From an optimization exercise on the open Yosys and OpenROAD flow, aimed at small area; shortcuts taken in it are not production practice.
The RTL was checked by simulation tests, not by an equivalence proof against the original design.

### flow/flow/run.sh
#!/bin/bash
# The standard layout (standard.sh), with two changes made through
# ORFS's own variables:
#  - the port buffers are the smallest buffer, sky130_fd_sc_hd__buf_1
#    (every input and output port still gets one);
#  - clock tree synthesis inserts no dummy loads, and uses clkbuf_4/clkbuf_8
#    with clusters of up to 20 sinks within 60 um.
# Each tool's full output stays in ORFS's log folder; standard.sh's own
# output goes to standard.log.
export BUFFER_PORTS_ARGS="-buffer_cell sky130_fd_sc_hd__buf_1"
export CTS_ARGS="-sink_clustering_enable -repair_clock_nets -dont_use_dummy_load -buf_list {sky130_fd_sc_hd__clkbuf_4 sky130_fd_sc_hd__clkbuf_8} -sink_clustering_size 20 -sink_clustering_max_diameter 60"
bash standard.sh > standard.log 2>&1
status=$?
cp standard.sh standard_sh_copy.log 2>/dev/null
exit $status
### flow/standard.sh
#!/bin/bash
# synth_recipe.tcl (not shown) runs the flow's synth.tcl, then flattens the netlist and writes it again
# the make line also repeats each setting of config.mk as NAME=value (left out here)
make -C /OpenROAD-flow-scripts/flow DESIGN_CONFIG=/design/flow/config.mk WORK_HOME=/design/flow/orfs CLKGATE_MAP_FILE= SYNTH_SCRIPT=/design/flow/synth_recipe.tcl "${@:-finish}"
### flow/config.mk
export PLATFORM = sky130hd
export DESIGN_NAME = fir_sym_filter
export DESIGN_NICKNAME = fir_sym_filter
export VERILOG_FILES = /design/flow/design.v
export SDC_FILE = /design/flow/constraint.sdc
export NUM_CORES = 4
export LEC_CHECK = 0
export CAP_MARGIN = 20
export CORE_MARGIN = 2
export CORE_UTILIZATION = 40
export CTS_BUF_LIST = sky130_fd_sc_hd__clkbuf_4 sky130_fd_sc_hd__clkbuf_8
export CTS_CLUSTER_DIAMETER = 60
export CTS_CLUSTER_SIZE = 20
export SLEW_MARGIN = 20
export SYNTH_HIERARCHICAL = 1
export SYNTH_MINIMUM_KEEP_SIZE = 0
### flow/constraint.sdc
create_clock -name core_clock -period 6.5 [get_ports {clk}]
set_input_delay 1.3000 -clock core_clock [delete_from_list [all_inputs] [get_ports {clk}]]
set_output_delay 1.3000 -clock core_clock [all_outputs]
set_load 0.01 [all_outputs]
### flow/design.v
`timescale 1ns/1ps
`default_nettype none
module fir_fa (
    input  logic a,
    input  logic b,
    input  logic c,
    output logic s,
    output logic co
);
    assign s  = a ^ b ^ c;
    assign co = (a & b) | (a & c) | (b & c);
endmodule
`default_nettype wire
`timescale 1ns/1ps
`default_nettype none
module fir_ha (
    input  logic a,
    input  logic b,
    output logic s,
    output logic co
);
    assign s  = a ^ b;
    assign co = a & b;
endmodule
`default_nettype wire
`timescale 1ns/1ps
`default_nettype none
module fir_tap_chain (
    input  logic signed [15:0] x0, x2, x3, x4, x5, x6, x8,
    output logic [15:0] y_lo,      
    output logic        y_c,       
    output logic [12:0] y_hs,      
    output logic [0:0] y_hc       
);
    logic signed [16:0] a, b, c;
    logic [28:0] r0, r1;
    logic a_c1;
    fir_ha u_a_ha0 (.a(x0[0]), .b(x8[0]), .s(a[0]), .co(a_c1));
    logic a_c2;
    fir_fa u_a_fa1 (.a(x0[1]), .b(x8[1]), .c(a_c1), .s(a[1]), .co(a_c2));
    logic a_c3;
    fir_fa u_a_fa2 (.a(x0[2]), .b(x8[2]), .c(a_c2), .s(a[2]), .co(a_c3));
    logic a_c4;
    fir_fa u_a_fa3 (.a(x0[3]), .b(x8[3]), .c(a_c3), .s(a[3]), .co(a_c4));
    logic a_c5;
    fir_ha u_a_ha4 (.a(x0[4]), .b(x8[4]), .s(a[4]), .co(a_c5));
    logic a_c6;
    fir_fa u_a_fa5 (.a(x0[5]), .b(x8[5]), .c(a_c5), .s(a[5]), .co(a_c6));
    logic a_c7;
    fir_fa u_a_fa6 (.a(x0[6]), .b(x8[6]), .c(a_c6), .s(a[6]), .co(a_c7));
    logic a_c8;
    fir_fa u_a_fa7 (.a(x0[7]), .b(x8[7]), .c(a_c7), .s(a[7]), .co(a_c8));
    logic a_c9;
    fir_ha u_a_ha8 (.a(x0[8]), .b(x8[8]), .s(a[8]), .co(a_c9));
    logic a_c10;
    fir_fa u_a_fa9 (.a(x0[9]), .b(x8[9]), .c(a_c9), .s(a[9]), .co(a_c10));
    logic a_c11;
    fir_fa u_a_fa10 (.a(x0[10]), .b(x8[10]), .c(a_c10), .s(a[10]), .co(a_c11));
    logic a_c12;
    fir_fa u_a_fa11 (.a(x0[11]), .b(x8[11]), .c(a_c11), .s(a[11]), .co(a_c12));
    logic a_c13;
    fir_ha u_a_ha12 (.a(x0[12]), .b(x8[12]), .s(a[12]), .co(a_c13));
    logic a_c14;
    fir_fa u_a_fa13 (.a(x0[13]), .b(x8[13]), .c(a_c13), .s(a[13]), .co(a_c14));
    logic a_c15;
    fir_fa u_a_fa14 (.a(x0[14]), .b(x8[14]), .c(a_c14), .s(a[14]), .co(a_c15));
    logic a_c16;
    fir_fa u_a_fa15 (.a(x0[15]), .b(x8[15]), .c(a_c15), .s(a[15]), .co(a_c16));
    assign a[16] = x0[15] ^ x8[15] ^ a_c16;
    logic b_c1;
    fir_ha u_b_ha0 (.a(x2[0]), .b(x6[0]), .s(b[0]), .co(b_c1));
    logic b_c2;
    fir_fa u_b_fa1 (.a(x2[1]), .b(x6[1]), .c(b_c1), .s(b[1]), .co(b_c2));
    logic b_c3;
    fir_fa u_b_fa2 (.a(x2[2]), .b(x6[2]), .c(b_c2), .s(b[2]), .co(b_c3));
    logic b_c4;
    fir_fa u_b_fa3 (.a(x2[3]), .b(x6[3]), .c(b_c3), .s(b[3]), .co(b_c4));
    logic b_c5;
    fir_ha u_b_ha4 (.a(x2[4]), .b(x6[4]), .s(b[4]), .co(b_c5));
    logic b_c6;
    fir_fa u_b_fa5 (.a(x2[5]), .b(x6[5]), .c(b_c5), .s(b[5]), .co(b_c6));
    logic b_c7;
    fir_fa u_b_fa6 (.a(x2[6]), .b(x6[6]), .c(b_c6), .s(b[6]), .co(b_c7));
    logic b_c8;
    fir_fa u_b_fa7 (.a(x2[7]), .b(x6[7]), .c(b_c7), .s(b[7]), .co(b_c8));
    logic b_c9;
    fir_ha u_b_ha8 (.a(x2[8]), .b(x6[8]), .s(b[8]), .co(b_c9));
    logic b_c10;
    fir_fa u_b_fa9 (.a(x2[9]), .b(x6[9]), .c(b_c9), .s(b[9]), .co(b_c10));
    logic b_c11;
    fir_fa u_b_fa10 (.a(x2[10]), .b(x6[10]), .c(b_c10), .s(b[10]), .co(b_c11));
    logic b_c12;
    fir_fa u_b_fa11 (.a(x2[11]), .b(x6[11]), .c(b_c11), .s(b[11]), .co(b_c12));
    logic b_c13;
    fir_ha u_b_ha12 (.a(x2[12]), .b(x6[12]), .s(b[12]), .co(b_c13));
    logic b_c14;
    fir_fa u_b_fa13 (.a(x2[13]), .b(x6[13]), .c(b_c13), .s(b[13]), .co(b_c14));
    logic b_c15;
    fir_fa u_b_fa14 (.a(x2[14]), .b(x6[14]), .c(b_c14), .s(b[14]), .co(b_c15));
    logic b_c16;
    fir_fa u_b_fa15 (.a(x2[15]), .b(x6[15]), .c(b_c15), .s(b[15]), .co(b_c16));
    assign b[16] = x2[15] ^ x6[15] ^ b_c16;
    logic c_c1;
    fir_ha u_c_ha0 (.a(x3[0]), .b(x5[0]), .s(c[0]), .co(c_c1));
    logic c_c2;
    fir_fa u_c_fa1 (.a(x3[1]), .b(x5[1]), .c(c_c1), .s(c[1]), .co(c_c2));
    logic c_c3;
    fir_fa u_c_fa2 (.a(x3[2]), .b(x5[2]), .c(c_c2), .s(c[2]), .co(c_c3));
    logic c_c4;
    fir_fa u_c_fa3 (.a(x3[3]), .b(x5[3]), .c(c_c3), .s(c[3]), .co(c_c4));
    logic c_c5;
    fir_ha u_c_ha4 (.a(x3[4]), .b(x5[4]), .s(c[4]), .co(c_c5));
    logic c_c6;
    fir_fa u_c_fa5 (.a(x3[5]), .b(x5[5]), .c(c_c5), .s(c[5]), .co(c_c6));
    logic c_c7;
    fir_fa u_c_fa6 (.a(x3[6]), .b(x5[6]), .c(c_c6), .s(c[6]), .co(c_c7));
    logic c_c8;
    fir_fa u_c_fa7 (.a(x3[7]), .b(x5[7]), .c(c_c7), .s(c[7]), .co(c_c8));
    logic c_c9;
    fir_ha u_c_ha8 (.a(x3[8]), .b(x5[8]), .s(c[8]), .co(c_c9));
    logic c_c10;
    fir_fa u_c_fa9 (.a(x3[9]), .b(x5[9]), .c(c_c9), .s(c[9]), .co(c_c10));
    logic c_c11;
    fir_fa u_c_fa10 (.a(x3[10]), .b(x5[10]), .c(c_c10), .s(c[10]), .co(c_c11));
    logic c_c12;
    fir_fa u_c_fa11 (.a(x3[11]), .b(x5[11]), .c(c_c11), .s(c[11]), .co(c_c12));
    logic c_c13;
    fir_ha u_c_ha12 (.a(x3[12]), .b(x5[12]), .s(c[12]), .co(c_c13));
    logic c_c14;
    fir_fa u_c_fa13 (.a(x3[13]), .b(x5[13]), .c(c_c13), .s(c[13]), .co(c_c14));
    logic c_c15;
    fir_fa u_c_fa14 (.a(x3[14]), .b(x5[14]), .c(c_c14), .s(c[14]), .co(c_c15));
    logic c_c16;
    fir_fa u_c_fa15 (.a(x3[15]), .b(x5[15]), .c(c_c15), .s(c[15]), .co(c_c16));
    assign c[16] = x3[15] ^ x5[15] ^ c_c16;
    logic hs0, hc0;
    fir_ha u_ha0 (.a(x4[2]), .b(b[4]), .s(hs0), .co(hc0));
    logic fs0, fc0;
    fir_fa u_fa0 (.a(x4[0]), .b(x4[3]), .c(1'b1), .s(fs0), .co(fc0));
    logic fs1, fc1;
    fir_fa u_fa1 (.a(a[4]), .b(a[8]), .c(c[8]), .s(fs1), .co(fc1));
    logic hs1, hc1;
    fir_ha u_ha1 (.a((~b[0])), .b(b[5]), .s(hs1), .co(hc1));
    logic fs2, fc2;
    fir_fa u_fa2 (.a(x4[0]), .b(x4[1]), .c(x4[4]), .s(fs2), .co(fc2));
    logic fs3, fc3;
    fir_fa u_fa3 (.a(1'b1), .b(b[4]), .c(b[8]), .s(fs3), .co(fc3));
    logic fs4, fc4;
    fir_fa u_fa4 (.a(c[0]), .b(a[5]), .c(a[9]), .s(fs4), .co(fc4));
    logic fs5, fc5;
    fir_fa u_fa5 (.a(c[9]), .b(b[6]), .c(b[10]), .s(fs5), .co(fc5));
    logic fs6, fc6;
    fir_fa u_fa6 (.a(x4[1]), .b(x4[2]), .c(x4[5]), .s(fs6), .co(fc6));
    logic fs7, fc7;
    fir_fa u_fa7 (.a(a[8]), .b(c[4]), .c((~c[8])), .s(fs7), .co(fc7));
    logic fs8, fc8;
    fir_fa u_fa8 (.a(b[5]), .b(b[9]), .c(c[1]), .s(fs8), .co(fc8));
    logic fs9, fc9;
    fir_fa u_fa9 (.a(a[6]), .b(a[10]), .c(c[10]), .s(fs9), .co(fc9));
    logic hs2, hc2;
    fir_ha u_ha2 (.a((~b[2])), .b(a_c8), .s(hs2), .co(hc2));
    logic fs10, fc10;
    fir_fa u_fa10 (.a(x4[2]), .b(x4[3]), .c(x4[6]), .s(fs10), .co(fc10));
    logic fs11, fc11;
    fir_fa u_fa11 (.a(1'b1), .b(b[8]), .c(b[12]), .s(fs11), .co(fc11));
    logic fs12, fc12;
    fir_fa u_fa12 (.a(a[9]), .b(c[5]), .c((~c[9])), .s(fs12), .co(fc12));
    logic fs13, fc13;
    fir_fa u_fa13 (.a(b[6]), .b(b[10]), .c(c[2]), .s(fs13), .co(fc13));
    logic fs14, fc14;
    fir_fa u_fa14 (.a(b_c8), .b(b_c12), .c(a[7]), .s(fs14), .co(fc14));
    logic fs15, fc15;
    fir_fa u_fa15 (.a(x4[3]), .b(x4[4]), .c(x4[7]), .s(fs15), .co(fc15));
    logic fs16, fc16;
    fir_fa u_fa16 (.a(a[8]), .b(a[12]), .c(c[12]), .s(fs16), .co(fc16));
    logic fs17, fc17;
    fir_fa u_fa17 (.a((~b[4])), .b(b[9]), .c(b[13]), .s(fs17), .co(fc17));
    logic fs18, fc18;
    fir_fa u_fa18 (.a(a[10]), .b(c[6]), .c((~c[10])), .s(fs18), .co(fc18));
    logic fs19, fc19;
    fir_fa u_fa19 (.a(a_c8), .b(a_c12), .c(c_c12), .s(fs19), .co(fc19));
    logic hs3, hc3;
    fir_ha u_ha3 (.a((~b_c4)), .b(b[7]), .s(hs3), .co(hc3));
    logic fs20, fc20;
    fir_fa u_fa20 (.a(x4[4]), .b(x4[5]), .c(x4[8]), .s(fs20), .co(fc20));
    logic fs21, fc21;
    fir_fa u_fa21 (.a(c[4]), .b(a[9]), .c(a[13]), .s(fs21), .co(fc21));
    logic fs22, fc22;
    fir_fa u_fa22 (.a(c[13]), .b(b[10]), .c(b[14]), .s(fs22), .co(fc22));
    logic fs23, fc23;
    fir_fa u_fa23 (.a(b_c8), .b(b_c12), .c(c_c4), .s(fs23), .co(fc23));
    logic fs24, fc24;
    fir_fa u_fa24 (.a((~b[5])), .b(a[11]), .c(c[7]), .s(fs24), .co(fc24));
    logic fs25, fc25;
    fir_fa u_fa25 (.a(x4[5]), .b(x4[6]), .c(x4[9]), .s(fs25), .co(fc25));
    logic fs26, fc26;
    fir_fa u_fa26 (.a(a[12]), .b(c[8]), .c((~c[12])), .s(fs26), .co(fc26));
    logic fs27, fc27;
    fir_fa u_fa27 (.a(b[9]), .b(b[13]), .c(c[5]), .s(fs27), .co(fc27));
    logic fs28, fc28;
    fir_fa u_fa28 (.a(a[10]), .b(a[14]), .c(c[14]), .s(fs28), .co(fc28));
    logic fs29, fc29;
    fir_fa u_fa29 (.a((~b[6])), .b(a_c12), .c(c_c8), .s(fs29), .co(fc29));
    logic hs4, hc4;
    fir_ha u_ha4 (.a((~c_c12)), .b(b[11]), .s(hs4), .co(hc4));
    logic fs30, fc30;
    fir_fa u_fa30 (.a(x4[6]), .b(x4[7]), .c(x4[10]), .s(fs30), .co(fc30));
    logic fs31, fc31;
    fir_fa u_fa31 (.a(b[12]), .b(a[13]), .c(c[9]), .s(fs31), .co(fc31));
    logic fs32, fc32;
    fir_fa u_fa32 (.a(b[10]), .b(b[14]), .c(c[6]), .s(fs32), .co(fc32));
    logic fs33, fc33;
    fir_fa u_fa33 (.a(b_c12), .b(a[11]), .c(a[15]), .s(fs33), .co(fc33));
    logic hs5, hc5;
    fir_ha u_ha5 (.a((~c[13])), .b((~b[7])), .s(hs5), .co(hc5));
    logic fs34, fc34;
    fir_fa u_fa34 (.a(x4[7]), .b(x4[8]), .c(x4[11]), .s(fs34), .co(fc34));
    logic fs35, fc35;
    fir_fa u_fa35 (.a(a[12]), .b((~b[8])), .c(b[13]), .s(fs35), .co(fc35));
    logic fs36, fc36;
    fir_fa u_fa36 (.a(a[14]), .b(c[10]), .c((~c[14])), .s(fs36), .co(fc36));
    logic fs37, fc37;
    fir_fa u_fa37 (.a(a_c12), .b(b[11]), .c(b[15]), .s(fs37), .co(fc37));
    logic fs38, fc38;
    fir_fa u_fa38 (.a(x4[8]), .b(x4[9]), .c(x4[12]), .s(fs38), .co(fc38));
    logic fs39, fc39;
    fir_fa u_fa39 (.a(1'b1), .b(b[12]), .c(c[8]), .s(fs39), .co(fc39));
    logic fs40, fc40;
    fir_fa u_fa40 (.a(a[13]), .b((~b[9])), .c(b[14]), .s(fs40), .co(fc40));
    logic fs41, fc41;
    fir_fa u_fa41 (.a(x4[9]), .b(x4[10]), .c(x4[13]), .s(fs41), .co(fc41));
    logic hs6, hc6;
    fir_ha u_ha6 (.a(a[0]), .b(a[4]), .s(hs6), .co(hc6));
    logic fs42, fc42;
    fir_fa u_fa42 (.a(x4[0]), .b(b[0]), .c(b[4]), .s(fs42), .co(fc42));
    logic hs7, hc7;
    fir_ha u_ha7 (.a(a[1]), .b(a[5]), .s(hs7), .co(hc7));
    logic fs43, fc43;
    fir_fa u_fa43 (.a((~x4[1])), .b(a[4]), .c(c[0]), .s(fs43), .co(fc43));
    logic fs44, fc44;
    fir_fa u_fa44 (.a((~c[4])), .b(b[1]), .c(b[5]), .s(fs44), .co(fc44));
    logic fs45, fc45;
    fir_fa u_fa45 (.a(a[2]), .b(a[6]), .c(c[6]), .s(fs45), .co(fc45));
    logic fs46, fc46;
    fir_fa u_fa46 (.a(x4[1]), .b(b[8]), .c(hs0), .s(fs46), .co(fc46));
    logic fs47, fc47;
    fir_fa u_fa47 (.a(a[5]), .b(c[1]), .c((~c[5])), .s(fs47), .co(fc47));
    logic fs48, fc48;
    fir_fa u_fa48 (.a(b[2]), .b(b[6]), .c(b_c4), .s(fs48), .co(fc48));
    logic hs8, hc8;
    fir_ha u_ha8 (.a(b_c8), .b(a[3]), .s(hs8), .co(hc8));
    logic fs49, fc49;
    fir_fa u_fa49 (.a(fs0), .b(hc0), .c(b[9]), .s(fs49), .co(fc49));
    logic fs50, fc50;
    fir_fa u_fa50 (.a(fs1), .b(hs1), .c(a[6]), .s(fs50), .co(fc50));
    logic fs51, fc51;
    fir_fa u_fa51 (.a(c[2]), .b(a_c4), .c(a_c8), .s(fs51), .co(fc51));
    logic fs52, fc52;
    fir_fa u_fa52 (.a(c_c8), .b(b[3]), .c(b[7]), .s(fs52), .co(fc52));
    logic fs53, fc53;
    fir_fa u_fa53 (.a(fc0), .b(fs2), .c(fc1), .s(fs53), .co(fc53));
    logic fs54, fc54;
    fir_fa u_fa54 (.a((~b[1])), .b(fs3), .c(hc1), .s(fs54), .co(fc54));
    logic fs55, fc55;
    fir_fa u_fa55 (.a(fs4), .b(b_c4), .c(b_c8), .s(fs55), .co(fc55));
    logic fs56, fc56;
    fir_fa u_fa56 (.a(a[7]), .b(c[3]), .c((~c[7])), .s(fs56), .co(fc56));
    logic fs57, fc57;
    fir_fa u_fa57 (.a(fc2), .b(fs6), .c(fc3), .s(fs57), .co(fc57));
    logic fs58, fc58;
    fir_fa u_fa58 (.a(fs7), .b(fc4), .c(fs8), .s(fs58), .co(fc58));
    logic fs59, fc59;
    fir_fa u_fa59 (.a(c_c4), .b(b[7]), .c(b[11]), .s(fs59), .co(fc59));
    logic fs60, fc60;
    fir_fa u_fa60 (.a(fc5), .b(fs9), .c(hs2), .s(fs60), .co(fc60));
    logic fs61, fc61;
    fir_fa u_fa61 (.a(fc6), .b(fs10), .c(fc7), .s(fs61), .co(fc61));
    logic fs62, fc62;
    fir_fa u_fa62 (.a(fs11), .b(fc8), .c(fs12), .s(fs62), .co(fc62));
    logic fs63, fc63;
    fir_fa u_fa63 (.a(a[11]), .b(c[11]), .c(fc9), .s(fs63), .co(fc63));
    logic fs64, fc64;
    fir_fa u_fa64 (.a((~b[3])), .b(hc2), .c(fs13), .s(fs64), .co(fc64));
    logic fs65, fc65;
    fir_fa u_fa65 (.a(fc10), .b(fs15), .c(fc11), .s(fs65), .co(fc65));
    logic fs66, fc66;
    fir_fa u_fa66 (.a(fs16), .b(fc12), .c(fs17), .s(fs66), .co(fc66));
    logic fs67, fc67;
    fir_fa u_fa67 (.a(b[11]), .b(c[3]), .c(fc13), .s(fs67), .co(fc67));
    logic fs68, fc68;
    fir_fa u_fa68 (.a(fs18), .b(hs3), .c(fs19), .s(fs68), .co(fc68));
    logic fs69, fc69;
    fir_fa u_fa69 (.a(fc15), .b(fs20), .c(fc16), .s(fs69), .co(fc69));
    logic fs70, fc70;
    fir_fa u_fa70 (.a(fs11), .b(fc17), .c(fs21), .s(fs70), .co(fc70));
    logic fs71, fc71;
    fir_fa u_fa71 (.a((~c[11])), .b(fc18), .c(fs22), .s(fs71), .co(fc71));
    logic fs72, fc72;
    fir_fa u_fa72 (.a(hc3), .b(fc19), .c(fs23), .s(fs72), .co(fc72));
    logic fs73, fc73;
    fir_fa u_fa73 (.a(fc20), .b(fs25), .c(fc11), .s(fs73), .co(fc73));
    logic fs74, fc74;
    fir_fa u_fa74 (.a(fs26), .b(fc21), .c(fs27), .s(fs74), .co(fc74));
    logic fs75, fc75;
    fir_fa u_fa75 (.a(b[15]), .b(fc22), .c(fs28), .s(fs75), .co(fc75));
    logic fs76, fc76;
    fir_fa u_fa76 (.a(fc23), .b(hs4), .c(fs29), .s(fs76), .co(fc76));
    logic fs77, fc77;
    fir_fa u_fa77 (.a(fc25), .b(fs30), .c(fc26), .s(fs77), .co(fc77));
    logic fs78, fc78;
    fir_fa u_fa78 (.a(fc27), .b(fs31), .c(c[15]), .s(fs78), .co(fc78));
    logic fs79, fc79;
    fir_fa u_fa79 (.a(fc28), .b(fs32), .c(hc4), .s(fs79), .co(fc79));
    logic fs80, fc80;
    fir_fa u_fa80 (.a(fc29), .b((~b[16])), .c(hs5), .s(fs80), .co(fc80));
    logic fs81, fc81;
    fir_fa u_fa81 (.a(fc30), .b(fs34), .c(fc31), .s(fs81), .co(fc81));
    logic fs82, fc82;
    fir_fa u_fa82 (.a(fs35), .b(c[7]), .c(fc32), .s(fs82), .co(fc82));
    logic fs83, fc83;
    fir_fa u_fa83 (.a(b_c8), .b(a[16]), .c(c[16]), .s(fs83), .co(fc83));
    logic fs84, fc84;
    fir_fa u_fa84 (.a(fs36), .b(hc5), .c(fc33), .s(fs84), .co(fc84));
    logic fs85, fc85;
    fir_fa u_fa85 (.a(fc34), .b(fs38), .c(fs39), .s(fs85), .co(fc85));
    logic fs86, fc86;
    fir_fa u_fa86 (.a(fc35), .b(b_c12), .c(c_c8), .s(fs86), .co(fc86));
    logic fs87, fc87;
    fir_fa u_fa87 (.a(a[15]), .b(c[11]), .c((~c[15])), .s(fs87), .co(fc87));
    logic fs88, fc88;
    fir_fa u_fa88 (.a(fc36), .b(fs40), .c(fc37), .s(fs88), .co(fc88));
    logic fs89, fc89;
    fir_fa u_fa89 (.a(c[12]), .b(fc38), .c(fs41), .s(fs89), .co(fc89));
    logic fs90, fc90;
    fir_fa u_fa90 (.a(fc39), .b(b[13]), .c(c[9]), .s(fs90), .co(fc90));
    logic fs91, fc91;
    fir_fa u_fa91 (.a(a[14]), .b((~b[10])), .c(c_c12), .s(fs91), .co(fc91));
    logic fs92, fc92;
    fir_fa u_fa92 (.a(b[15]), .b(fc40), .c(c[16]), .s(fs92), .co(fc92));
    logic fs93, fc93;
    fir_fa u_fa93 (.a(x4[10]), .b(x4[11]), .c(x4[14]), .s(fs93), .co(fc93));
    logic fs94, fc94;
    fir_fa u_fa94 (.a(1'b1), .b(fc41), .c(c[13]), .s(fs94), .co(fc94));
    logic fs95, fc95;
    fir_fa u_fa95 (.a(b[14]), .b(c[10]), .c(a[15]), .s(fs95), .co(fc95));
    logic fs96, fc96;
    fir_fa u_fa96 (.a(x4[11]), .b(x4[12]), .c(1'b1), .s(fs96), .co(fc96));
    logic fs97, fc97;
    fir_fa u_fa97 (.a(x4[15]), .b(b[12]), .c((~c[14])), .s(fs97), .co(fc97));
    logic fs98, fc98;
    fir_fa u_fa98 (.a(b[0]), .b(b[4]), .c(a[1]), .s(fs98), .co(fc98));
    logic fs99, fc99;
    fir_fa u_fa99 (.a(c[4]), .b(hs6), .c(b[1]), .s(fs99), .co(fc99));
    logic fs100, fc100;
    fir_fa u_fa100 (.a(b[5]), .b(a[2]), .c((~c[2])), .s(fs100), .co(fc100));
    logic fs101, fc101;
    fir_fa u_fa101 (.a(hc6), .b(c[5]), .c(fs42), .s(fs101), .co(fc101));
    logic fs102, fc102;
    fir_fa u_fa102 (.a(hs7), .b(b[2]), .c(b[6]), .s(fs102), .co(fc102));
    logic hs9, hc9;
    fir_ha u_ha9 (.a(b_c4), .b(a[3]), .s(hs9), .co(hc9));
    logic fs103, fc103;
    fir_fa u_fa103 (.a(fc42), .b(fs43), .c(hc7), .s(fs103), .co(fc103));
    logic fs104, fc104;
    fir_fa u_fa104 (.a(fs44), .b(a_c4), .c((~c_c4)), .s(fs104), .co(fc104));
    logic fs105, fc105;
    fir_fa u_fa105 (.a(b[3]), .b(b[7]), .c(fs45), .s(fs105), .co(fc105));
    logic fs106, fc106;
    fir_fa u_fa106 (.a(fc43), .b(fc44), .c(fs46), .s(fs106), .co(fc106));
    logic fs107, fc107;
    fir_fa u_fa107 (.a(fs47), .b(a[7]), .c(c[7]), .s(fs107), .co(fc107));
    logic fs108, fc108;
    fir_fa u_fa108 (.a(fc45), .b(hs8), .c(fs48), .s(fs108), .co(fc108));
    logic fs109, fc109;
    fir_fa u_fa109 (.a(fc46), .b(fc47), .c(fs49), .s(fs109), .co(fc109));
    logic fs110, fc110;
    fir_fa u_fa110 (.a(fs50), .b(hc8), .c(fc48), .s(fs110), .co(fc110));
    logic fs111, fc111;
    fir_fa u_fa111 (.a((~c[6])), .b(fs51), .c(fs52), .s(fs111), .co(fc111));
    logic fs112, fc112;
    fir_fa u_fa112 (.a(fc49), .b(fs53), .c(fs54), .s(fs112), .co(fc112));
    logic fs113, fc113;
    fir_fa u_fa113 (.a(fc50), .b(fs5), .c(fc51), .s(fs113), .co(fc113));
    logic fs114, fc114;
    fir_fa u_fa114 (.a(fs55), .b(fc52), .c(fs56), .s(fs114), .co(fc114));
    logic fs115, fc115;
    fir_fa u_fa115 (.a(fc53), .b(fs57), .c(fc54), .s(fs115), .co(fc115));
    logic fs116, fc116;
    fir_fa u_fa116 (.a((~c_c8)), .b(fc55), .c(fs58), .s(fs116), .co(fc116));
    logic fs117, fc117;
    fir_fa u_fa117 (.a(fc56), .b(fs59), .c(fs60), .s(fs117), .co(fc117));
    logic fs118, fc118;
    fir_fa u_fa118 (.a(fc57), .b(fs61), .c(fc58), .s(fs118), .co(fc118));
    logic fs119, fc119;
    fir_fa u_fa119 (.a(fs62), .b(fc59), .c(fs14), .s(fs119), .co(fc119));
    logic fs120, fc120;
    fir_fa u_fa120 (.a(fs63), .b(fc60), .c(fs64), .s(fs120), .co(fc120));
    logic fs121, fc121;
    fir_fa u_fa121 (.a(fc61), .b(fs65), .c(fc62), .s(fs121), .co(fc121));
    logic fs122, fc122;
    fir_fa u_fa122 (.a(fs66), .b(fc14), .c(fc63), .s(fs122), .co(fc122));
    logic fs123, fc123;
    fir_fa u_fa123 (.a(fs67), .b(fc64), .c(fs68), .s(fs123), .co(fc123));
    logic fs124, fc124;
    fir_fa u_fa124 (.a(fc65), .b(fs69), .c(fc66), .s(fs124), .co(fc124));
    logic fs125, fc125;
    fir_fa u_fa125 (.a(fs70), .b(fc67), .c(fs24), .s(fs125), .co(fc125));
    logic fs126, fc126;
    fir_fa u_fa126 (.a(fs71), .b(fc68), .c(fs72), .s(fs126), .co(fc126));
    logic fs127, fc127;
    fir_fa u_fa127 (.a(fc69), .b(fs73), .c(fc70), .s(fs127), .co(fc127));
    logic fs128, fc128;
    fir_fa u_fa128 (.a(fs74), .b(fc24), .c(fc71), .s(fs128), .co(fc128));
    logic fs129, fc129;
    fir_fa u_fa129 (.a(fs75), .b(fc72), .c(fs76), .s(fs129), .co(fc129));
    logic fs130, fc130;
    fir_fa u_fa130 (.a(fc73), .b(fs77), .c(fc74), .s(fs130), .co(fc130));
    logic fs131, fc131;
    fir_fa u_fa131 (.a(fs33), .b(fs78), .c(fc75), .s(fs131), .co(fc131));
    logic fs132, fc132;
    fir_fa u_fa132 (.a(fs79), .b(fc76), .c(fs80), .s(fs132), .co(fc132));
    logic fs133, fc133;
    fir_fa u_fa133 (.a(fc77), .b(fs81), .c(fc78), .s(fs133), .co(fc133));
    logic fs134, fc134;
    fir_fa u_fa134 (.a(fs37), .b(fs82), .c(fc79), .s(fs134), .co(fc134));
    logic fs135, fc135;
    fir_fa u_fa135 (.a(fc80), .b((~fs83)), .c(fs84), .s(fs135), .co(fc135));
    logic fs136, fc136;
    fir_fa u_fa136 (.a(fs85), .b(fc81), .c(fs86), .s(fs136), .co(fc136));
    logic fs137, fc137;
    fir_fa u_fa137 (.a((~b[16])), .b(fc82), .c(fs87), .s(fs137), .co(fc137));
    logic fs138, fc138;
    fir_fa u_fa138 (.a((~fc83)), .b(fc84), .c(fs88), .s(fs138), .co(fc138));
    logic fs139, fc139;
    fir_fa u_fa139 (.a(fs89), .b(fc85), .c(fs90), .s(fs139), .co(fc139));
    logic fs140, fc140;
    fir_fa u_fa140 (.a(fc86), .b((~a[16])), .c(fs91), .s(fs140), .co(fc140));
    logic fs141, fc141;
    fir_fa u_fa141 (.a(fc87), .b(fc88), .c(fs92), .s(fs141), .co(fc141));
    logic fs142, fc142;
    fir_fa u_fa142 (.a(fs93), .b(fc89), .c(fc90), .s(fs142), .co(fc142));
    logic fs143, fc143;
    fir_fa u_fa143 (.a(fs94), .b((~b[11])), .c(fc91), .s(fs143), .co(fc143));
    logic fs144, fc144;
    fir_fa u_fa144 (.a((~b[16])), .b(fs95), .c(fc92), .s(fs144), .co(fc144));
    logic fs145, fc145;
    fir_fa u_fa145 (.a(fc93), .b(fs96), .c(fc94), .s(fs145), .co(fc145));
    logic fs146, fc146;
    fir_fa u_fa146 (.a((~b_c12)), .b(b[15]), .c(c[11]), .s(fs146), .co(fc146));
    logic fs147, fc147;
    fir_fa u_fa147 (.a(fs97), .b(a[16]), .c((~fc95)), .s(fs147), .co(fc147));
    logic fs148, fc148;
    fir_fa u_fa148 (.a(x4[12]), .b(x4[13]), .c(c[12]), .s(fs148), .co(fc148));
    logic fs149, fc149;
    fir_fa u_fa149 (.a(fc96), .b((~b[13])), .c(c_c12), .s(fs149), .co(fc149));
    logic fs150, fc150;
    fir_fa u_fa150 (.a((~c[15])), .b(fc97), .c(b[16]), .s(fs150), .co(fc150));
    logic fs151, fc151;
    fir_fa u_fa151 (.a(x4[13]), .b(x4[14]), .c(1'b1), .s(fs151), .co(fc151));
    logic hs10, hc10;
    fir_ha u_ha10 (.a(c[13]), .b((~b[14])), .s(hs10), .co(hc10));
    logic hs11, hc11;
    fir_ha u_ha11 (.a(x4[14]), .b((~x4[15])), .s(hs11), .co(hc11));
    logic fs152, fc152;
    fir_fa u_fa152 (.a(a[0]), .b((~c[0])), .c(b[1]), .s(fs152), .co(fc152));
    logic hs12, hc12;
    fir_ha u_ha12 (.a(a[2]), .b(c[2]), .s(hs12), .co(hc12));
    logic fs153, fc153;
    fir_fa u_fa153 (.a((~c[1])), .b(b[2]), .c(fs98), .s(fs153), .co(fc153));
    logic fs154, fc154;
    fir_fa u_fa154 (.a(b_c4), .b(a[3]), .c(c[3]), .s(fs154), .co(fc154));
    logic fs155, fc155;
    fir_fa u_fa155 (.a(fc98), .b(fs99), .c(a_c4), .s(fs155), .co(fc155));
    logic fs156, fc156;
    fir_fa u_fa156 (.a(c_c4), .b(b[3]), .c(fs100), .s(fs156), .co(fc156));
    logic fs157, fc157;
    fir_fa u_fa157 (.a(fc99), .b(fs101), .c((~c[3])), .s(fs157), .co(fc157));
    logic fs158, fc158;
    fir_fa u_fa158 (.a(fc100), .b(fs102), .c(hs9), .s(fs158), .co(fc158));
    logic fs159, fc159;
    fir_fa u_fa159 (.a(fc101), .b(fs103), .c(fc102), .s(fs159), .co(fc159));
    logic fs160, fc160;
    fir_fa u_fa160 (.a(hc9), .b(fs104), .c(fs105), .s(fs160), .co(fc160));
    logic fs161, fc161;
    fir_fa u_fa161 (.a(fc103), .b(fs106), .c(fc104), .s(fs161), .co(fc161));
    logic fs162, fc162;
    fir_fa u_fa162 (.a(fs107), .b(fc105), .c(fs108), .s(fs162), .co(fc162));
    logic fs163, fc163;
    fir_fa u_fa163 (.a(fc106), .b(fs109), .c(fc107), .s(fs163), .co(fc163));
    logic fs164, fc164;
    fir_fa u_fa164 (.a(fs110), .b(fc108), .c(fs111), .s(fs164), .co(fc164));
    logic fs165, fc165;
    fir_fa u_fa165 (.a(fc109), .b(fs112), .c(fc110), .s(fs165), .co(fc165));
    logic fs166, fc166;
    fir_fa u_fa166 (.a(fs113), .b(fc111), .c(fs114), .s(fs166), .co(fc166));
    logic fs167, fc167;
    fir_fa u_fa167 (.a(fs115), .b(fc112), .c(fc113), .s(fs167), .co(fc167));
    logic fs168, fc168;
    fir_fa u_fa168 (.a(fs116), .b(fc114), .c(fs117), .s(fs168), .co(fc168));
    logic fs169, fc169;
    fir_fa u_fa169 (.a(fc115), .b(fs118), .c(fc116), .s(fs169), .co(fc169));
    logic fs170, fc170;
    fir_fa u_fa170 (.a(fs119), .b(fc117), .c(fs120), .s(fs170), .co(fc170));
    logic fs171, fc171;
    fir_fa u_fa171 (.a(fc118), .b(fs121), .c(fs122), .s(fs171), .co(fc171));
    logic fs172, fc172;
    fir_fa u_fa172 (.a(fc119), .b(fc120), .c(fs123), .s(fs172), .co(fc172));
    logic fs173, fc173;
    fir_fa u_fa173 (.a(fc121), .b(fs124), .c(fc122), .s(fs173), .co(fc173));
    logic fs174, fc174;
    fir_fa u_fa174 (.a(fs125), .b(fc123), .c(fs126), .s(fs174), .co(fc174));
    logic fs175, fc175;
    fir_fa u_fa175 (.a(fc124), .b(fs127), .c(fc125), .s(fs175), .co(fc175));
    logic fs176, fc176;
    fir_fa u_fa176 (.a(fs128), .b(fc126), .c(fs129), .s(fs176), .co(fc176));
    logic fs177, fc177;
    fir_fa u_fa177 (.a(fc127), .b(fs130), .c(fc128), .s(fs177), .co(fc177));
    logic fs178, fc178;
    fir_fa u_fa178 (.a(fs131), .b(fc129), .c(fs132), .s(fs178), .co(fc178));
    logic fs179, fc179;
    fir_fa u_fa179 (.a(fc130), .b(fs133), .c(fc131), .s(fs179), .co(fc179));
    logic fs180, fc180;
    fir_fa u_fa180 (.a(fs134), .b(fc132), .c(fs135), .s(fs180), .co(fc180));
    logic fs181, fc181;
    fir_fa u_fa181 (.a(fc133), .b(fs136), .c(fc134), .s(fs181), .co(fc181));
    logic fs182, fc182;
    fir_fa u_fa182 (.a(fs137), .b(fc135), .c(fs138), .s(fs182), .co(fc182));
    logic fs183, fc183;
    fir_fa u_fa183 (.a(fs139), .b(fc136), .c(fs140), .s(fs183), .co(fc183));
    logic fs184, fc184;
    fir_fa u_fa184 (.a(fc137), .b(fc138), .c(fs141), .s(fs184), .co(fc184));
    logic fs185, fc185;
    fir_fa u_fa185 (.a(fs142), .b(fc139), .c(fs143), .s(fs185), .co(fc185));
    logic fs186, fc186;
    fir_fa u_fa186 (.a(fc140), .b(fs144), .c(fc141), .s(fs186), .co(fc186));
    logic fs187, fc187;
    fir_fa u_fa187 (.a(fc142), .b(fs145), .c(fs146), .s(fs187), .co(fc187));
    logic fs188, fc188;
    fir_fa u_fa188 (.a(fc143), .b((~fs147)), .c(fc144), .s(fs188), .co(fc188));
    logic fs189, fc189;
    fir_fa u_fa189 (.a(fs148), .b(fc145), .c(fs149), .s(fs189), .co(fc189));
    logic fs190, fc190;
    fir_fa u_fa190 (.a((~fc146)), .b(fc147), .c(fs150), .s(fs190), .co(fc190));
    logic fs191, fc191;
    fir_fa u_fa191 (.a(fs151), .b(fc148), .c(hs10), .s(fs191), .co(fc191));
    logic fs192, fc192;
    fir_fa u_fa192 (.a((~fc149)), .b(c[16]), .c(fc150), .s(fs192), .co(fc192));
    logic fs193, fc193;
    fir_fa u_fa193 (.a(1'b1), .b(fc151), .c(hs11), .s(fs193), .co(fc193));
    logic fs194, fc194;
    fir_fa u_fa194 (.a(c[14]), .b(hc10), .c((~b[15])), .s(fs194), .co(fc194));
    logic fs195, fc195;
    fir_fa u_fa195 (.a((~x4[15])), .b(hc11), .c(c[15]), .s(fs195), .co(fc195));
    logic fs196, fc196;
    fir_fa u_fa196 (.a((~b[0])), .b(a[1]), .c(c[1]), .s(fs196), .co(fc196));
    logic fs197, fc197;
    fir_fa u_fa197 (.a(b[0]), .b(fs152), .c(hs12), .s(fs197), .co(fc197));
    logic fs198, fc198;
    fir_fa u_fa198 (.a(fc152), .b(hc12), .c(fs153), .s(fs198), .co(fc198));
    logic fs199, fc199;
    fir_fa u_fa199 (.a(fc153), .b(fs155), .c(fc154), .s(fs199), .co(fc199));
    logic fs200, fc200;
    fir_fa u_fa200 (.a(fc155), .b(fs157), .c(fc156), .s(fs200), .co(fc200));
    logic fs201, fc201;
    fir_fa u_fa201 (.a(fc157), .b(fs159), .c(fc158), .s(fs201), .co(fc201));
    logic fs202, fc202;
    fir_fa u_fa202 (.a(fc159), .b(fs161), .c(fc160), .s(fs202), .co(fc202));
    logic fs203, fc203;
    fir_fa u_fa203 (.a(fc161), .b(fs163), .c(fc162), .s(fs203), .co(fc203));
    logic fs204, fc204;
    fir_fa u_fa204 (.a(fc163), .b(fs165), .c(fc164), .s(fs204), .co(fc204));
    logic fs205, fc205;
    fir_fa u_fa205 (.a(fc165), .b(fs167), .c(fc166), .s(fs205), .co(fc205));
    logic fs206, fc206;
    fir_fa u_fa206 (.a(fc167), .b(fs169), .c(fc168), .s(fs206), .co(fc206));
    logic fs207, fc207;
    fir_fa u_fa207 (.a(fc169), .b(fs171), .c(fc170), .s(fs207), .co(fc207));
    logic fs208, fc208;
    fir_fa u_fa208 (.a(fs173), .b(fc171), .c(fc172), .s(fs208), .co(fc208));
    logic fs209, fc209;
    fir_fa u_fa209 (.a(fc173), .b(fs175), .c(fc174), .s(fs209), .co(fc209));
    logic fs210, fc210;
    fir_fa u_fa210 (.a(fc175), .b(fs177), .c(fc176), .s(fs210), .co(fc210));
    logic fs211, fc211;
    fir_fa u_fa211 (.a(fc177), .b(fs179), .c(fc178), .s(fs211), .co(fc211));
    logic fs212, fc212;
    fir_fa u_fa212 (.a(fc179), .b(fs181), .c(fc180), .s(fs212), .co(fc212));
    logic fs213, fc213;
    fir_fa u_fa213 (.a(fc181), .b(fs183), .c(fc182), .s(fs213), .co(fc213));
    logic fs214, fc214;
    fir_fa u_fa214 (.a(fs185), .b(fc183), .c(fs186), .s(fs214), .co(fc214));
    logic fs215, fc215;
    fir_fa u_fa215 (.a(fs187), .b(fc185), .c(fs188), .s(fs215), .co(fc215));
    logic fs216, fc216;
    fir_fa u_fa216 (.a(fs189), .b(fc187), .c((~fs190)), .s(fs216), .co(fc216));
    logic fs217, fc217;
    fir_fa u_fa217 (.a(fs191), .b(fc189), .c((~fs192)), .s(fs217), .co(fc217));
    logic fs218, fc218;
    fir_fa u_fa218 (.a(fs193), .b(fc191), .c(fs194), .s(fs218), .co(fc218));
    logic fs219, fc219;
    fir_fa u_fa219 (.a(fc193), .b(b[16]), .c(fc194), .s(fs219), .co(fc219));
    logic hs13, hc13;
    fir_ha u_ha13 (.a(c[0]), .b((~a[0])), .s(hs13), .co(hc13));
    logic fs220, fc220;
    fir_fa u_fa220 (.a(a[0]), .b(b[2]), .c(fs196), .s(fs220), .co(fc220));
    logic fs221, fc221;
    fir_fa u_fa221 (.a(fc196), .b(b[3]), .c(fs197), .s(fs221), .co(fc221));
    logic fs222, fc222;
    fir_fa u_fa222 (.a(fc197), .b(fs154), .c(fs198), .s(fs222), .co(fc222));
    logic fs223, fc223;
    fir_fa u_fa223 (.a(fc198), .b(fs156), .c(fs199), .s(fs223), .co(fc223));
    logic fs224, fc224;
    fir_fa u_fa224 (.a(fc199), .b(fs158), .c(fs200), .s(fs224), .co(fc224));
    logic fs225, fc225;
    fir_fa u_fa225 (.a(fc200), .b(fs160), .c(fs201), .s(fs225), .co(fc225));
    logic fs226, fc226;
    fir_fa u_fa226 (.a(fc201), .b(fs162), .c(fs202), .s(fs226), .co(fc226));
    logic fs227, fc227;
    fir_fa u_fa227 (.a(fc202), .b(fs164), .c(fs203), .s(fs227), .co(fc227));
    logic fs228, fc228;
    fir_fa u_fa228 (.a(fs166), .b(fc203), .c(fs204), .s(fs228), .co(fc228));
    logic fs229, fc229;
    fir_fa u_fa229 (.a(fs168), .b(fc204), .c(fs205), .s(fs229), .co(fc229));
    logic fs230, fc230;
    fir_fa u_fa230 (.a(fs170), .b(fc205), .c(fs206), .s(fs230), .co(fc230));
    logic fs231, fc231;
    fir_fa u_fa231 (.a(fs172), .b(fc206), .c(fs207), .s(fs231), .co(fc231));
    logic fs232, fc232;
    fir_fa u_fa232 (.a(fs174), .b(fc207), .c(fs208), .s(fs232), .co(fc232));
    logic fs233, fc233;
    fir_fa u_fa233 (.a(fs176), .b(fc208), .c(fs209), .s(fs233), .co(fc233));
    logic fs234, fc234;
    fir_fa u_fa234 (.a(fs178), .b(fc209), .c(fs210), .s(fs234), .co(fc234));
    logic fs235, fc235;
    fir_fa u_fa235 (.a(fs180), .b(fc210), .c(fs211), .s(fs235), .co(fc235));
    logic fs236, fc236;
    fir_fa u_fa236 (.a(fs182), .b(fc211), .c(fs212), .s(fs236), .co(fc236));
    logic fs237, fc237;
    fir_fa u_fa237 (.a(fs184), .b(fc212), .c(fs213), .s(fs237), .co(fc237));
    logic fs238, fc238;
    fir_fa u_fa238 (.a(fc184), .b(fc213), .c(fs214), .s(fs238), .co(fc238));
    logic fs239, fc239;
    fir_fa u_fa239 (.a(fc186), .b(fs215), .c(fc214), .s(fs239), .co(fc239));
    logic fs240, fc240;
    fir_fa u_fa240 (.a(fc188), .b(fs216), .c(fc215), .s(fs240), .co(fc240));
    logic fs241, fc241;
    fir_fa u_fa241 (.a((~fc190)), .b(fs217), .c(fc216), .s(fs241), .co(fc241));
    logic fs242, fc242;
    fir_fa u_fa242 (.a(fs218), .b((~fc192)), .c(fc217), .s(fs242), .co(fc242));
    logic fs243, fc243;
    fir_fa u_fa243 (.a(fs195), .b(fs219), .c(fc218), .s(fs243), .co(fc243));
    logic fs244, fc244;
    fir_fa u_fa244 (.a(fc195), .b(c[16]), .c(fc219), .s(fs244), .co(fc244));
    assign r0 = {1'b1, ~c[16], fs244, fs243, fs242, fs241, fs240, fs239, fs238, fs237, fs236, fs235, fs234, fs233, fs232, fs231, fs230, fs229, fs228, fs227, fs226, fs225, fs224, fs223, fs222, fs221, fs220, b[1], b[0]};
    assign r1 = {1'b0, fc244, fc243, fc242, fc241, fc240, fc239, fc238, fc237, fc236, fc235, fc234, fc233, fc232, fc231, fc230, fc229, fc228, fc227, fc226, fc225, fc224, fc223, fc222, fc221, fc220, hc13, hs13, 1'b0};
    assign {y_c, y_lo} = 17'(r0[15:0]) + 17'(r1[15:0]);
    assign {y_hc[0], y_hs[5:0]} = 7'(r0[21:16]) + 7'(r1[21:16]);
    assign y_hs[12:6] = r0[28:22] + r1[28:22];
endmodule
`default_nettype wire
`timescale 1ns/1ps
`default_nettype none
module fir_fold_line #(
    parameter int              LINE_LEN = 16,
    parameter logic [15:0]     INV_MASK = 16'hE3FF
) (
    input  logic                       clk,
    input  logic                       step,
    input  logic                       warm8,
    input  logic signed [15:0]         head,
    output logic [LINE_LEN*16-1:0]     line
);
    logic [15:0] line_q [LINE_LEN];
    always_ff @(posedge clk) begin
        if (step) begin
            line_q[0] <= INV_MASK[0] ? ~head : head;
            for (int i = 1; i < LINE_LEN; i++) begin
                if (i == 8 && !warm8)
                    line_q[i] <= INV_MASK[i] ? 16'hFFFF : 16'h0000;
                else if (INV_MASK[i] != INV_MASK[i-1])
                    line_q[i] <= ~line_q[i-1];
                else
                    line_q[i] <= line_q[i-1];
            end
        end
    end
    for (genvar i = 0; i < LINE_LEN; i++) begin : g_out
        assign line[i*16 +: 16] = line_q[i];
    end
endmodule
`default_nettype wire
`timescale 1ns/1ps
`default_nettype none
module fir_flush_ctrl (
    input  logic clk,
    input  logic rst,
    input  logic in_valid,
    input  logic in_last,
    output logic step,
    output logic flushing,
    output logic warm8,        
    output logic out_valid,
    output logic out_last
);
    logic [3:0] flush_cnt;     
    logic [3:0] warm_cnt;      
    logic       flush_end_q;   
    assign step  = in_valid | flushing;
    assign warm8 = warm_cnt[3];
    always_ff @(posedge clk) begin
        if (rst) begin
            flushing  <= 1'b0;
            flush_cnt <= '0;
        end else if (flushing) begin
            flush_cnt <= flush_cnt + 1'b1;
            if (&flush_cnt) flushing <= 1'b0;
        end else if (in_valid && in_last) begin
            flushing <= 1'b1;
        end
    end
    always_ff @(posedge clk) begin
        if (rst) begin
            warm_cnt <= '0;
        end else if (step && !(warm_cnt[3] && warm_cnt[0])) begin
            warm_cnt <= warm_cnt + 1'b1;
        end
    end
    assign out_valid = step & warm_cnt[3] & warm_cnt[0];
    always_ff @(posedge clk) begin
        if (rst) begin
            flush_end_q <= 1'b0;
            out_last    <= 1'b0;
        end else begin
            flush_end_q <= flushing & (&flush_cnt);
            out_last    <= flush_end_q;
        end
    end
endmodule
`default_nettype wire
`timescale 1ns/1ps
`default_nettype none
module fir_sym_filter (
    input  logic               clk,
    input  logic               rst,
    input  logic               in_valid,
    input  logic               in_last,
    input  logic signed [15:0] in_sample,
    output logic               out_valid,
    output logic               out_last,
    output logic signed [31:0] out_sample
);
    logic               step;
    logic               flushing;
    logic               warm8;
    logic signed [15:0] head;
    logic [255:0]       line;
    logic [15:0]        y_lo, y_lo_q;       
    logic               y_c, y_c_q;         
    logic [12:0]        y_hs, y_hs_q;       
    logic [0:0]         y_hc, y_hc_q;       
    logic [28:0]        y_sum;
    fir_flush_ctrl u_ctrl (
        .clk       (clk),
        .rst       (rst),
        .in_valid  (in_valid),
        .in_last   (in_last),
        .step      (step),
        .flushing  (flushing),
        .warm8     (warm8),
        .out_valid (out_valid),
        .out_last  (out_last)
    );
    assign head = (in_valid && !flushing) ? in_sample : '0;
    fir_fold_line #(.LINE_LEN(16)) u_line (
        .clk   (clk),
        .step  (step),
        .warm8 (warm8),
        .head  (head),
        .line  (line)
    );
    fir_tap_chain u_sum (
        .x0 (line[7*16  +: 16]),
        .x2 (line[9*16  +: 16]),
        .x3 (line[10*16 +: 16]),
        .x4 (line[11*16 +: 16]),
        .x5 (line[12*16 +: 16]),
        .x6 (line[13*16 +: 16]),
        .x8 (line[15*16 +: 16]),
        .y_lo (y_lo),
        .y_c  (y_c),
        .y_hs (y_hs),
        .y_hc (y_hc)
    );
    always_ff @(posedge clk) begin
        if (step) begin
            y_lo_q <= y_lo;
            y_c_q  <= y_c;
            y_hs_q <= y_hs;
            y_hc_q <= y_hc;
        end
    end
    assign y_sum      = {y_hs_q + 13'(y_c_q) + {6'd0, y_hc_q, 6'd0}, y_lo_q};
    assign out_sample = {{3{y_sum[28]}}, y_sum};
endmodule
`default_nettype wire
==> out/summary.log, run 1 <==
INFO  route          final_antenna_net_count=0
INFO  synthesis      netlist.area_leader.share=50.6%
INFO  synthesis      postSynth.topFlopCell=edfxtp_1
INFO  timing         rsz0062_at_grt=false
INFO  timing         normalized_max_slew_margin=26.3%
INFO  layout         areaGrowthSynthToFinish=8.13%
INFO  worst_setup_path setup.worst_path.end_class=register
INFO  route          drt_drc_violations_left=0
INFO  floorplan      design.core.area=41900squm
INFO  synthesis      async_flop_share=0%
INFO  route          route.detailed.vias_per_inst=4.76
INFO  grt            antenna_found_initial=0
INFO  route          drt-total-wl=29500um
INFO  worst_setup_path worstSetupStartpoint=u_line.line_q[7][4]$_DFFE_PP_
INFO  route          drt_iter0_markers=508
INFO  layout         filler_cell_count=3655
INFO  outcome        outcome=finished clean
INFO  timing         worst_pin_slew=1.11ns
INFO  floorplan      vert_die_dim=210um
INFO  timing         max_freq=161MHz
INFO  synthesis      synthTopCellsByArea=edfxtp_1 (51%), fa_1 (33%), ha_1 (4.3%)
INFO  timing         final_hold_viol_count=0
INFO  layout         diodes=0
INFO  worst_setup_path worst-path-max-fanout=3
INFO  clock_network  numClockSinks=298
INFO  synthesis      synth.lib_cells_used.distinct=49
INFO  route          first_pass_iters=5
INFO  clock_network  ctsLongestPathBuffers=3
INFO  layout         layout.core_utilization=43.9%
INFO  grt            maximum_number_of_pins_on_one_net_before_global_route_repair=84
INFO  synthesis      synthesis.yosys.warnings=10
INFO  floorplan      io_pins=54
INFO  grt            globalRoute.totalOverflow=0
INFO  layout         layout.nets=1422
INFO  synthesis      yosys.cell_count.top_type=edfxtp_1
INFO  synthesis      synth_common_cells=edfxtp_1 (287), fa_1 (284), inv_1 (110), ha_1 (58), xnor2_1 (24)
INFO  hold_path      hp-start=u_line.line_q[4][0]$_DFFE_PP_
INFO  worst_setup_path data_arrival_time_of_the_worst_path=6.54ns
INFO  synthesis      synth-seq-area-share=51.9%
INFO  place          gp_congestion=0.851
INFO  grt            grt_pass1_wl=47200um
INFO  clock_network  cts-buffers-inserted=28
INFO  clock_network  cts-root-buf=clkbuf_8
INFO  place          placement.setup.worst_slack=0.147ns
INFO  clock_network  ctsHoldBuffers=0
INFO  job            maxCapViolCount=0
INFO  floorplan      initial_utilization=40.6%
INFO  worst_setup_path critPathKind=reg -> reg
INFO  route          drt-wirelength-per-cell=18.4um
INFO  clock_network  tritoncts=yes
INFO  synthesis      synthesis_stage_register_bit_count=298
INFO  floorplan      num_rows=75
INFO  hold_path      class_of_the_tightest_hold_or_removal_check=reg -> reg
INFO  place          buffer_ports.inserted=53
INFO  worst_setup_path cp.required=6.85ns
INFO  timing         final-setup-viol-count=0
INFO  synthesis      synth_enable_flop_cells=287
INFO  timing         finalCriticalPeriod=6.19ns
INFO  route          route.vias.total=7598
INFO  synthesis      mean_cell_area_of_the_mapped_netlist=17.7squm
INFO  floorplan      die_w=210um
INFO  clock_network  clkTransAtPathRegs=0.09ns
INFO  synthesis      syn-instance-count=960
INFO  timing         final-max-slew-violation-count=0
INFO  timing         final.setup_skew=0.0756ns
INFO  place          detailed_place_hpwl=22700um
INFO  synthesis      synth_area=17000squm
INFO  clock_network  clock_tree.htree_level_count=1
INFO  timing         final_layout_worst_hold_slack=0.390ns
INFO  synthesis      post-synth-top-area-cell=edfxtp_1
INFO  timing         final_min_period_over_clock_period=95.3%
INFO  clock_network  clk_latency=0.63ns
INFO  layout         post_route_cells_drive_above_1_share=5.86%
INFO  timing         finalWorstSetupSlack=0.307ns
INFO  grt            gr-usage-all-layers=14.2%
INFO  worst_setup_path setup.worst_path.start_class=register
INFO  floorplan      die-area=44200squm
INFO  timing         tns=0ns
INFO  grt            number_of_global_route_vias_before_repair=8629
INFO  worst_setup_path rr_startpoint=u_line.line_q[7][4]$_DFFE_PP_
## per-module statistics from Yosys, one instance, submodules excluded, a selection
module	times used	cells inside	flip-flops and latches
fir_fa	281	1	0
fir_flush_ctrl	1	46	11
fir_ha	26	1	0
fir_sym_filter	1	97	31
fir_tap_chain	1	189	0
## area by class of cell
| type | instances | area [sq um] | area share, % |
|---|---|---|---|
| Clock buffer | 28 | 385 | 2.09 |
| Multi-Input combinational cell | 549 | 7760 | 42.1 |
| Tap cell | 539 | 674 | 3.66 |
| Timing Repair Buffer | 73 | 349 | 1.90 |
| Inverter | 110 | 413 | 2.24 |
| Sequential cell | 298 | 8840 | 48.0 |
## worst paths after layout
kind         slack, ns  depth (start not counted)                       endpoint
min               0.39                          0  u_line.line_q[5][0]$_DFFE_PP_
max reg2reg       0.31                         18               y_hc_q$_DFFE_PP_
min reg2reg       0.39                          0  u_line.line_q[5][0]$_DFFE_PP_
max               0.31                         18               y_hc_q$_DFFE_PP_
## state kept, by name, summed over array words and instances (netlist names)
name	flops
u_line.line_q	256
y_lo_q	16
y_hs_q	13
u_ctrl.flush_cnt	4
u_ctrl.warm_cnt	4
u_ctrl.flush_end_q	1
u_ctrl.flushing	1
u_ctrl.out_last	1
y_c_q	1
y_hc_q	1
## per-stage QoR
stage                     cells  instance area [sq um]
after global routing       1597                  18400
after global placement     1569                  18000
final                      1597                  18400
after CTS                  1597                  18400
after floorplan             967                  17100
after detailed placement   1569                  18000
## metal layers
metal	wire length (um)	GRT usage, %	vias up
met1	12700	18.4	4005
met2	15100	25.2	130
met3	983	2.12	38
li1	-	-	3425
met4	626	3.37	0
met5	0	0	-
## placed cells by master (no fill, tap or decap), types with 7 or more instances in the layout
cell type / instances
fa_1: 280
buf_4: 20
nand2b_1: 15
dfxtp_1: 11
o21ai_0: 7
nand2_1: 17
ha_1: 58
and2_1: 16
nor2_1: 18
clkbuf_8: 28
conb_1: 8
xor2_1: 11
buf_1: 53
edfxtp_1: 287
nand3_1: 7
inv_1: 110
a21oi_1: 22
xnor2_1: 23
## worst max-delay path: stages (launching register included)
cell and delay [ns]:
edfxtp_1 0.41, ha_1 0.22, fa_1 0.39, fa_1 0.39, fa_1 0.53, fa_1 0.49, fa_1 0.51, fa_1 0.41
fa_1 0.43, fa_1 0.51, fa_1 0.41, ha_1 0.22, fa_1 0.41, a21oi_1 0.14, nor2_1 0.05, nor2_1 0.15
nor2b_1 0.06, o21ai_0 0.14, nand2b_1 0.07
## repair_timing
action / 4_1_cts / 5_1_grt
buffers inserted: 0 / 0
resized for setup: 0 / 5
setup endpoints to repair: 0 / 1
## cell families (layout without fill, tap and decap cells)
kind of cell,count (synthesis),after routing,share of synthesized area (%)
AO/OA/AOI/OAI,63,63,2.55
buffers and inverters,120,211,2.84
XOR/XNOR,35,35,1.80
AND/OR/NAND/NOR,99,99,3.14
other,1,8,0.0220
adder cells (fa/ha/maj),342,342,37.6
flip-flops,298,298,51.9
multiplexers,2,2,0.118
==> run 2, diff against run 1 <==
--- a/flow/config.mk
+++ b/flow/config.mk
@@ -7,10 +7,11 @@
 export LEC_CHECK = 0
 export CAP_MARGIN = 20
 export CORE_MARGIN = 2
-export CORE_UTILIZATION = 40
+export CORE_UTILIZATION = 70
 export CTS_BUF_LIST = sky130_fd_sc_hd__clkbuf_4 sky130_fd_sc_hd__clkbuf_8
 export CTS_CLUSTER_DIAMETER = 60
 export CTS_CLUSTER_SIZE = 20
+export PLACE_DENSITY = 0.85
 export SLEW_MARGIN = 20
 export SYNTH_HIERARCHICAL = 1
 export SYNTH_MINIMUM_KEEP_SIZE = 0
==> out/summary.log, run 2 <==
INFO  hold_path      hold_path_end=u_line.line_q[2][11]$_DFFE_PP_
INFO  route          route.detailed.vias_per_inst=5.65 [+19%]
INFO  layout         layout.area.seq=8840squm [unchanged]
INFO  route          route.met3.wl=1200um [+22%]
INFO  hold_path      holdPathStages=0 [unchanged]
INFO  layout         diodes=0 [unchanged]
INFO  place          gp_congestion=0.883 [+3.8%]
INFO  timing         rsz0062_at_grt=false
INFO  worst_setup_path setup.worst_path.start_class=register
INFO  clock_network  ctsLongestPathBuffers=3 [unchanged]
INFO  synthesis      synthesis.yosys.warnings=10 [unchanged]
INFO  synthesis      postSynth.topFlopCell=edfxtp_1
INFO  route          drt_iter0_markers=521 [+2.6%]
INFO  grt            maximum_number_of_pins_on_one_net_before_global_route_repair=162 [+93%]
INFO  worst_setup_path timing.critical_path.cells=ha_1 -> fa_1 -> fa_1 -> fa_2 -> inv_1 -> ha_1 -> fa_1 -> fa_1 -> fa_1 -> fa_1 -> fa_1 -> ha_1 -> a21o_1 -> a21oi_1 -> o21bai_1 -> a21oi_1 -> xnor2_1
INFO  synthesis      post-synth-top-area-cell=edfxtp_1
INFO  grt            grt_pass1_wl=45200um [-4.3%]
INFO  synthesis      netlist.area_leader.share=50.6% [unchanged]
INFO  clock_network  ctsHoldBuffers=0 [unchanged]
INFO  hold_path      hp-start=u_line.line_q[1][11]$_DFFE_PP_
INFO  clock_network  cts-root-buf=clkbuf_8
INFO  layout         layout.nets=1412 [-0.70%]
INFO  synthesis      async_flop_share=0% [unchanged]
INFO  worst_setup_path data_arrival_time_of_the_worst_path=6.44ns [-0.10 ns]
INFO  worst_setup_path cp.required=6.74ns [-0.11 ns]
INFO  timing         worst_pin_slew=1.05ns [-0.0563 ns]
INFO  worst_setup_path critPathKind=reg -> reg
INFO  worst_setup_path critical_path.most_common_cell=fa_1
INFO  floorplan      die-area=25600squm [-42%]
INFO  route          first_pass_iters=4 [-1]
INFO  clock_network  numClockSinks=298 [unchanged]
INFO  worst_setup_path setup.worst_path.end_class=register
INFO  clock_network  clock_tree.htree_level_count=1 [unchanged]
INFO  layout         filler_cell_count=1386 [-62%]
INFO  worst_setup_path r2r-end=y_hs_q[5]$_DFFE_PP_
INFO  clock_network  clk_latency=0.59ns [-0.04 ns]
INFO  route          drt_drc_violations_left=0 [unchanged]
INFO  timing         max_freq=161MHz [about the same]
INFO  floorplan      io_pins=54 [unchanged]
INFO  floorplan      design.core.area=24100squm [-43%]
INFO  synthesis      mean_cell_area_of_the_mapped_netlist=17.7squm [unchanged]
INFO  layout         biggestRegsByFlops=u_line.line_q (256), y_lo_q (16), y_hs_q (13)
INFO  layout         areaGrowthSynthToFinish=6.13%
INFO  synthesis      yosys.cell_count.top_type=edfxtp_1
INFO  synthesis      synth_area=17000squm [unchanged]
INFO  route          sum_of_met2_wire_segment_lengths_after_detailed_routing=14300um [-5.4%]
INFO  grt            antenna_found_initial=0 [unchanged]
INFO  layout         post_route_cells_drive_above_1_share=5.53% [-0.33 points]
INFO  timing         finalWorstSetupSlack=0.301ns [-0.00572 ns]
INFO  layout         largest_register_ff_count=256 [unchanged]
INFO  job            maxCapViolCount=0 [unchanged]
INFO  clock_network  tritoncts=yes
INFO  route          drt-wirelength-per-cell=20.6um [+12%]
INFO  timing         final_min_period_over_clock_period=95.4% [about the same]
INFO  clock_network  clkTransAtPathRegs=0.11ns [+0.02 ns]
INFO  layout         mostFrequentLayoutCells=edfxtp_1 (287), fa_1 (276), inv_1 (110), ha_1 (58), buf_1 (53)
INFO  synthesis      synth_enable_flop_cells=287 [unchanged]
INFO  route          route.layer.met1.wl=11900um [-6.1%]
INFO  worst_setup_path worst-path-max-fanout=5 [+2]
INFO  floorplan      die_w=160um [-24%]
INFO  synthesis      syn-instance-count=960 [unchanged]
INFO  grt            gr-usage-all-layers=23.6% [+9.4 points]
INFO  timing         final-max-slew-violation-count=0 [unchanged]
INFO  synthesis      synth_common_cells=edfxtp_1 (287), fa_1 (284), inv_1 (110), ha_1 (58), xnor2_1 (24)
INFO  hold_path      class_of_the_tightest_hold_or_removal_check=reg -> reg
INFO  grt            number_of_global_route_vias_before_repair=8779 [+1.7%]
INFO  timing         tns=0ns [unchanged]
INFO  place          buffer_ports.inserted=53 [unchanged]
INFO  worst_setup_path rr_startpoint=u_line.line_q[9][4]$_DFFE_PP_
INFO  outcome        outcome=finished clean
INFO  place          detailed_place_hpwl=22100um [-2.6%]
INFO  route          top_routing_layer_used=met4
INFO  synthesis      synthTopCellsByArea=edfxtp_1 (51%), fa_1 (33%), ha_1 (4.3%)
INFO  place          placement.setup.worst_slack=0.242ns [+0.0953 ns]
INFO  worst_setup_path timing.critical_path.slowest_stage_cell=fa_2
INFO  layout         layout.cells.most_common=edfxtp_1
INFO  timing         final_hold_viol_count=0 [unchanged]
INFO  route          final_antenna_net_count=0 [unchanged]
INFO  synthesis      synthesis_stage_register_bit_count=298 [unchanged]
INFO  timing         final.setup_skew=0.129ns [+0.0534 ns]
INFO  worst_setup_path worst-r2r-cell-count=17 [-1]
INFO  floorplan      num_rows=57 [-24%]
INFO  layout         multiInputGateArea=7770squm [+0.21%]
INFO  floorplan      vert_die_dim=160um [-24%]
INFO  timing         normalized_max_slew_margin=30.1% [+3.8 points]
INFO  synthesis      synth-seq-area-share=51.9% [unchanged]
INFO  grt            globalRoute.totalOverflow=0 [unchanged]
INFO  timing         finalCriticalPeriod=6.20ns [+0.00572 ns]
INFO  clock_network  cts-buffers-inserted=24 [-14%]
INFO  floorplan      initial_utilization=70.7% [+30 points]
INFO  route          route.vias.total=7758 [+2.1%]
INFO  timing         final-setup-viol-count=0 [unchanged]
INFO  synthesis      synth.lib_cells_used.distinct=49 [unchanged]
INFO  worst_setup_path register_to_register_setup_slack=0.30ns [about the same]
INFO  layout         largest_register=u_line.line_q
INFO  worst_setup_path cpPeakStageDelay=0.68ns [+0.15 ns]
INFO  route          drt-total-wl=28300um [-4.0%]
[run 2: cell types whose count changed in the layout (fill, tap and decap cells not counted), sizes merged]
| cell | before | now |
|---|---|---|
| clkbuf | 28 | 24 |
| buf | 73 | 67 |
[run 2: Yosys stat by module (local to each module, per instance), a selection]
module / flip-flops and latches / cell area, sq um / cells inside
fir_flush_ctrl: 11 / 459 / 46
fir_tap_chain: 0 / 1280 / 189
fir_fa: 0 / 20.0 / 1
fir_ha: 0 / 12.5 / 1
fir_sym_filter: 31 / 1370 / 97
[run 2: cells by family after synthesis]
family	synth area share (%)
and+or+nand+nor	3.14
adders and majority gates	37.6
buffers and inverters	2.84
DFF	51.9
muxes	0.118
AOI/OAI and AO/OA	2.55
other	0.0220
xor gates and xnor gates	1.80
[run 2: worst max path at each step]
stage                                             start                    to  slack [ns]
after floorplan           u_line.line_q[9][4]$_DFFE_PP_      y_hc_q$_DFFE_PP_        0.51
after detailed placement  u_line.line_q[7][8]$_DFFE_PP_      y_hc_q$_DFFE_PP_        0.24
after CTS                 u_line.line_q[7][8]$_DFFE_PP_      y_hc_q$_DFFE_PP_        0.08
after global placement    u_line.line_q[9][4]$_DFFE_PP_      y_hc_q$_DFFE_PP_        0.33
after global routing      u_line.line_q[9][0]$_DFFE_PP_  y_lo_q[13]$_DFFE_PP_        0.02
final                     u_line.line_q[9][4]$_DFFE_PP_   y_hs_q[5]$_DFFE_PP_        0.30
[run 2: area by class of cell]
cell class	instances	area share, %
Tap cell	324	2.24
Sequential cell	298	48.9
Clock buffer	24	1.83
Inverter	110	2.28
Timing Repair Buffer	67	1.75
Multi-Input combinational cell	549	43.0
[run 2: stage by stage]
step | utilization (%) | std cells | hold WS [ns] | instance area, sq um
floorplan | - | 967 | 0.400 | 17100
global placement | 73.5 | 1347 | 0.400 | 17700
detailed placement | 73.5 | 1347 | 0.405 | 17700
CTS | 74.8 | 1371 | 0.363 | 18000
global route | 75.0 | 1372 | 0.357 | 18100
finish | 75.0 | 1372 | 0.370 | 18100
[run 2: critical path, delay by kind of cell, from the launching register on]
family,cells,cell delay (ns)
buf+inv,1,0.07
flops,1,0.41
fa+ha+maj,11,4.58
xor+xnor,1,0.08
compound gates,4,0.69
[run 2: repair_timing]
| action | CTS | global route |
|---|---|---|
| resized for setup | 0 | 12 |
| hold endpoints to repair | 0 | 0 |
| setup buffers | 0 | 1 |
| endpoints found under the setup margin | 0 | 3 |
[run 2: routing by layer]
layer	vias to the layer above	global-route usage [%]
li1	3405	-
met5	-	0
met4	0	7.62
met1	4088	32.3
met2	213	40.3
met3	52	3.25

static timing again, ports no longer ideal:
The results above use ideal ports. As a check the final layouts listed here were re-extracted and re-timed, cells and wires unchanged.
Step 1 (the two cells are an assumption about what drives the block):
set clk [get_ports {clk}]
set_driving_cell -lib_cell sky130_fd_sc_hd__clkbuf_16 $clk
set_driving_cell -lib_cell sky130_fd_sc_hd__buf_2 [delete_from_list [all_inputs] $clk]
Step 2 moves the port delays by t, midway between the first and last clock arrival at a register: inputs arrive t later, outputs are due t later. That takes back most of the time a late clock gives input paths.
a / b / c = ideal ports / drivers / drivers and shift; a / b = the first two.
run	t (ns)	setup WS [ns]	worst data-port slew with drivers (ns)
run 1	0.641	0.307 / 0.307 / 0.307	0.04
run 2	0.576	0.301 / 0.301 / 0.301	0.03
After both steps setup and hold are still met in every run listed.
